This design comes from an exercise in tuning for small area and a short achievable clock period on the open sky130 flow, not from production work. Function was checked by simulation only, so behaviour that the tests miss may differ from the original. Power figures rest on the tool's default switching activity, not on a simulated workload.

`design.v`:
```
module inst_mem_responder #(
    parameter int WORD_SIZE = 16,
    parameter int ADDR_BITS = 8,
    parameter int LATENCY   = 2     
) (
    input  logic                   clk,
    input  logic                   reset_n,
    input  logic                   readM,
    input  logic [WORD_SIZE-1:0]   address,
    output logic [WORD_SIZE-1:0]   data,
    output logic                   inputReady,
    output logic                   busy,
    input  logic                   load_en,
    input  logic [ADDR_BITS-1:0]   load_addr,
    input  logic [WORD_SIZE-1:0]   load_data,
    output logic [WORD_SIZE-1:0]   req_count
);
    localparam int         DEPTH  = 1 << ADDR_BITS;
    localparam logic [3:0] LAT_M1 = 4'(LATENCY - 1);
    typedef enum logic [1:0] {IDLE, WAIT, RESP} state_t;
    state_t               state_q;
    logic [3:0]           cnt_q;
    logic [ADDR_BITS-1:0] idx_q;
    logic [WORD_SIZE-1:0] data_q;
    logic                 ready_q;
    logic                 busy_q;
    logic [WORD_SIZE-1:0] count_q;
    logic [WORD_SIZE-1:0] mem_q [DEPTH];
    logic [ADDR_BITS-1:0] req_idx;
    logic                 accept;
    logic                 do_load;
    logic                 unused_addr_hi;
    assign req_idx        = address[ADDR_BITS-1:0];
    assign unused_addr_hi = ^address[WORD_SIZE-1:ADDR_BITS];
    assign do_load = (state_q == IDLE) && load_en;
    assign accept  = (state_q == IDLE) && readM && !load_en;
    always_ff @(posedge clk) begin
        if (do_load) mem_q[load_addr] <= load_data;
    end
    always_ff @(posedge clk or negedge reset_n) begin
        if (!reset_n) begin
            state_q <= IDLE;
            cnt_q   <= '0;
            idx_q   <= '0;
            data_q  <= '0;
            ready_q <= 1'b0;
            busy_q  <= 1'b0;
            count_q <= '0;
        end else begin
            case (state_q)
                IDLE: begin
                    ready_q <= 1'b0;
                    if (accept) begin
                        idx_q  <= req_idx;
                        cnt_q  <= LAT_M1;
                        busy_q <= 1'b1;
                        if (LATENCY == 1) begin
                            state_q <= RESP;
                            ready_q <= 1'b1;
                            data_q  <= mem_q[req_idx];
                        end else begin
                            state_q <= WAIT;
                        end
                    end
                end
                WAIT: begin
                    cnt_q <= cnt_q - 4'd1;
                    if (cnt_q == 4'd1) begin
                        state_q <= RESP;
                        ready_q <= 1'b1;
                        data_q  <= mem_q[idx_q];
                    end
                end
                RESP: begin
                    state_q <= IDLE;
                    ready_q <= 1'b0;
                    busy_q  <= 1'b0;
                    count_q <= count_q + 1'b1;
                end
                default: begin
                    state_q <= IDLE;
                    ready_q <= 1'b0;
                    busy_q  <= 1'b0;
                end
            endcase
        end
    end
    assign data       = data_q;
    assign inputReady = ready_q;
    assign busy       = busy_q;
    assign req_count  = count_q;
endmodule
```
`run.sh`:
```
#!/bin/bash
# synth_recipe.tcl (not shown) runs the flow's synth.tcl, then flattens the netlist and writes it again
# the make line also repeats each setting of config.mk as NAME=value (left out here)
make -C /OpenROAD-flow-scripts/flow DESIGN_CONFIG=/design/flow/config.mk WORK_HOME=/design/flow/orfs CLKGATE_MAP_FILE= SYNTH_SCRIPT=/design/flow/synth_recipe.tcl finish
```
`config.mk`:
```
export PLATFORM = sky130hd
export DESIGN_NAME = inst_mem_responder
export DESIGN_NICKNAME = inst_mem_responder
export VERILOG_FILES = /design/flow/design.v
export SDC_FILE = /design/flow/constraint.sdc
export NUM_CORES = 4
export LEC_CHECK = 0
export CAP_MARGIN = 20
export CORE_MARGIN = 2
export CORE_UTILIZATION = 30
export SLEW_MARGIN = 20
```
`constraint.sdc`:
```
create_clock -name core_clock -period 5.5 [get_ports {clk}]
set_input_delay 1.1000 -clock core_clock [delete_from_list [all_inputs] [get_ports {clk}]]
set_output_delay 1.1000 -clock core_clock [all_outputs]
set_load 0.01 [all_outputs]
```
==> flow_metrics.tcl <==
set metrics [dict create \
    synth_edf_count 4096 \
    core-area_um2 532800 \
    cp_data_required_time_ns 6.37 \
    route.vias.total 82268 \
    grt_util_all_layers_pct 16.60 \
    report.final.setup_viol 0 \
    synth_cell_types 83 \
    p_int_mw 60.01 \
    yosys.area_share.xor_xnor_pct 0.08727 \
    synth_warnings 1 \
    postRouteWirelength_um 463700 \
    timing.critical_path.to "data_q[15]" \
    rsz0062_at_grt "no" \
    grt_max_degree 154 \
    clock_tree.root_cell "sky130_fd_sc_hd__clkbuf_16" \
    switching_power_mw 27.29 \
    clk-insertion-delay-late_ns 0.99 \
    cp_data_arrival_time_ns 5.84 \
    post_cts.resized_instances 0 \
    syn_inst 7503 \
    hold_violations 0 \
    yosys_most_used_dff "sky130_fd_sc_hd__edfxtp_1" \
    viasPerCell 5.295 \
    total_design_power_mw 87.30 \
    ys_seq_area_share_pct 77.34 \
    share_of_async_settable_or_async_resettable_flops_after_synthesis_pct 1.158 \
    crit_path_start "idx_q[0]" \
    start_of_the_worst_register_to_register_path "idx_q[0]" \
    place_hpwl_um 287300 \
    number_of_i_o_pins 78 \
    start_kind "flop" \
    slew_headroom_pct 16.57 \
    synth-seq-cells 4144 \
    ir_worst_vdd_mv 0.3072 \
    top_usage_layer "met2" \
    comb_power_share_pct 27.9 \
    nets 8206 \
    yosys.area_share.adder_pct 0.02338 \
    remaining_drc_errors 0 \
    grt_first_pass_wirelength_um 641600 \
    tritoncts "yes" \
    use_met2_pct 25.96 \
    detailedRoute.firstIterationViolations 11782 \
    grt.met3_usage_pct 4.042 \
    power_per_cell_area_nw_per_um2 470.0 \
    die_area_um2 541100 \
    reg2reg_to "data_q[15]" \
    place_inst 14756 \
    syn-num-nets 7550 \
    critPathCaptureType "flop" \
    antenna_found_initial 46 \
    setup_ws_ns 0.5295 \
    report.final.slew_viol_count 0 \
    totalNegativeSetupSlack_ns 0 \
    grt_pass1_vias 81117 \
    clock_path_buffers 4 \
    hold_class "input pin to async pin" \
    pwr-share-seq_pct 40.6 \
    cts_max_level 5 \
    pre_cts_slack_ns 0.5808 \
    status "complete, no violations" \
    die_width_um 735.6 \
    hold_slack_ns 0.2798 \
    numCtsBuffers 420 \
    port_buf_inserts 69 \
    antenna_violating_nets_post_route 0 \
    p_clk_share_pct 31.5 \
    syn_area_um2 160600 \
    final_period_minus_worst_setup_slack_ns 4.970 \
    synth-compound-area-share_pct 3.023 \
    post_cts_buffers 0 \
    ff2ff_setup_slack_ns 0.53 \
    max_slew.worst_pin.slew_ns 1.220 \
    drive_gt1_share_pct 25.42 \
    clock-sinks 4144 \
    timing.critical_path.fanout_max 18 \
    synthMuxAreaShare_pct 15.09 \
    p_leak_nw 57.50 \
    globalRouteMet1Util_pct 22.62 \
    holdBufCountCts 0 \
    floorplan.die.height_um 735.6 \
    count_of_tritonroute_iterations_in_the_first_routing_pass 6 \
    post_drt_wl_per_cell_um 29.85 \
    worst_reg2reg_path_length_in_cells 9 \
    instances_no_fill 15536 \
    globalRouteOverflowTotal 0 \
    row_count 268 \
    worst_setup_path_class "flop to flop" \
    maxClockFrequency_mhz 201.2 \
    synth_top_family_by_area "multiplexers" \
    synth.avg_cell_area_um2 21.40 \
    start_util_pct 30.14 \
    fin_crit_sh_pct 90.37 \
    gp_congestion 0.8499 \
    power_switching_share_pct 31.26 \
    setup_skew_ns 0.06166 \
    clkTransAtPathRegs_ns 0.06 \
    post_synth_and_or_nand_nor_area_fraction_pct 2.413 \
    timing.max_cap.violations 0 \
    area_growth_pct 15.67 \
]
## placed cells by master (no fill, tap or decap), types with 13 or more instances in the layout
cell	n
sky130_fd_sc_hd__diode_2	14
sky130_fd_sc_hd__nand2_1	247
sky130_fd_sc_hd__nand3_1	68
sky130_fd_sc_hd__clkinv_2	77
sky130_fd_sc_hd__a21oi_1	82
sky130_fd_sc_hd__a31oi_1	18
sky130_fd_sc_hd__o21ai_0	63
sky130_fd_sc_hd__bufinv_16	29
sky130_fd_sc_hd__buf_4	543
sky130_fd_sc_hd__a22oi_1	77
sky130_fd_sc_hd__mux4_1	42
sky130_fd_sc_hd__nor3_1	50
sky130_fd_sc_hd__o211ai_1	26
sky130_fd_sc_hd__and3_1	13
sky130_fd_sc_hd__clkinv_1	93
sky130_fd_sc_hd__a211oi_1	51
sky130_fd_sc_hd__buf_12	60
sky130_fd_sc_hd__nor2_2	94
sky130_fd_sc_hd__clkbuf_16	425
sky130_fd_sc_hd__edfxtp_1	4096
sky130_fd_sc_hd__a2111oi_0	28
sky130_fd_sc_hd__mux2i_1	460
sky130_fd_sc_hd__nor4_1	14
sky130_fd_sc_hd__buf_8	13
sky130_fd_sc_hd__o22ai_1	155
sky130_fd_sc_hd__clkbuf_1	101
sky130_fd_sc_hd__nand4_1	30
sky130_fd_sc_hd__mux4_2	818
sky130_fd_sc_hd__clkdlybuf4s50_1	52
sky130_fd_sc_hd__nor2_1	275
sky130_fd_sc_hd__o221ai_1	82
sky130_fd_sc_hd__dfrtp_1	43
## power groups by stage
stage	logic, mW	clock network, mW	registers (mW)
2_1_floorplan	15.5	0	35.6
3_3_place_gp	24.1	0	36.1
3_5_place_dp	24.3	0	36.1
4_1_cts	24.4	27.8	35.4
5_1_grt	25.3	29.0	35.4
6_report	24.4	27.5	35.4
## per-layer routing
metal | part of all wire, % | vias up
met5 | 0.022 | -
met4 | 3.8 | 18
met3 | 11 | 743
met2 | 46 | 4636
met1 | 39 | 43962
li1 | - | 32909
## cells by family (layout without fill, tap and decap cells)
kind of cell | count (synthesis) | count (layout)
AOI/OAI and AO/OA | 683 | 683
xor gates and xnor gates | 16 | 16
adders and majority gates | 3 | 3
buffers and inverters | 448 | 1447
DFF | 4144 | 4144
muxes | 1329 | 1329
other | 0 | 14
and+or+nand+nor | 880 | 880
## synth_stat cells, types with 48 or more instances
cell type,count,area share (%)
sky130_fd_sc_hd__edfxtp_1,4096,77
sky130_fd_sc_hd__mux4_2,818,11
sky130_fd_sc_hd__mux2i_1,460,2.9
sky130_fd_sc_hd__nor2_1,370,0.86
sky130_fd_sc_hd__nand2_1,249,0.58
sky130_fd_sc_hd__o22ai_1,155,0.60
sky130_fd_sc_hd__clkbuf_1,136,0.32
sky130_fd_sc_hd__buf_2,129,0.40
sky130_fd_sc_hd__a21oi_1,82,0.26
sky130_fd_sc_hd__o221ai_1,82,0.45
sky130_fd_sc_hd__a22oi_1,77,0.36
sky130_fd_sc_hd__nand3_1,70,0.22
sky130_fd_sc_hd__o21ai_0,63,0.20
sky130_fd_sc_hd__buf_6,55,0.39
sky130_fd_sc_hd__a211oi_1,51,0.24
sky130_fd_sc_hd__nor3_1,51,0.16
sky130_fd_sc_hd__dfrtp_1,48,0.75
## worst min path at each step
stage                     start           to  depth (start not counted)
floorplan              cnt_q[3]     cnt_q[3]                          1
global placement    count_q[15]  count_q[15]                          1
detailed placement   count_q[3]   count_q[3]                          1
CTS                     reset_n  count_q[12]                          2
global route            reset_n  count_q[12]                          2
finish                  reset_n  count_q[12]                          2
## final cells by class
type / instances / area, um2
fillers: 48679 / 347100
flip-flops and latches: 4144 / 124200
multi-input cells: 2911 / 33490
clock buffers: 531 / 11080
well taps: 7020 / 8783
repair buffers: 673 / 6067
clock inverters: 234 / 2027
inverters: 9 / 46.29
diodes: 14 / 35.03
## stage by stage
step	area [um2]	utilization, %
after floorplan	160600	-
after global placement	172600	32.38
after detailed placement	172600	32.39
after CTS	185700	34.85
after global routing	185700	34.85
final	185700	34.86
## worst max-delay path: stages, from the launching register on
cell                        delay, ns
sky130_fd_sc_hd__dfrtp_4         0.83
sky130_fd_sc_hd__buf_12          0.32
sky130_fd_sc_hd__nand3_2         0.70
sky130_fd_sc_hd__o22ai_1         0.48
sky130_fd_sc_hd__a211o_1         0.41
sky130_fd_sc_hd__o22ai_1         0.14
sky130_fd_sc_hd__a2111oi_1       0.92
sky130_fd_sc_hd__buf_4           0.24
sky130_fd_sc_hd__nand4_1         0.45
sky130_fd_sc_hd__o311ai_1        0.27
## sequential cells by signal, indices dropped and copies added (netlist names)
signal,cells
mem_q,4096
count_q,16
data_q,16
idx_q,8
cnt_q,4
state_q,2
busy_q,1
ready_q,1

## afterwards: timing with drivers on the ports
No port has a modelled driver above. Below, the same layout with a new extraction and two added sets of constraints.
Step 1 sets driving cells, clkbuf_16 on the clock port and buf_2 on the other inputs (assumed; they add their load-dependent delay and slew).
Step 2 adds t to the input delays and takes it off the output delays; t is the mean of the earliest and latest rising clock arrival at the registers after step 1. Input paths then give back, and output paths get back, about the clock's delay inside the block.
Three values: ideal, step 1, step 2; two values: the first two.
t, ns: 1.092
slack for setup (ns): 0.530 / 0.530 / 0.530
worst hold slack (ns): 0.280 / 0.174 / 0.490
latest minus earliest clock arrival (ns): 0.072 / 0.072
After both steps setup and hold are still met in this run. For this run, drivers alone change the setup slack by 0.000 ns; drivers and shift together by 0.000 ns.
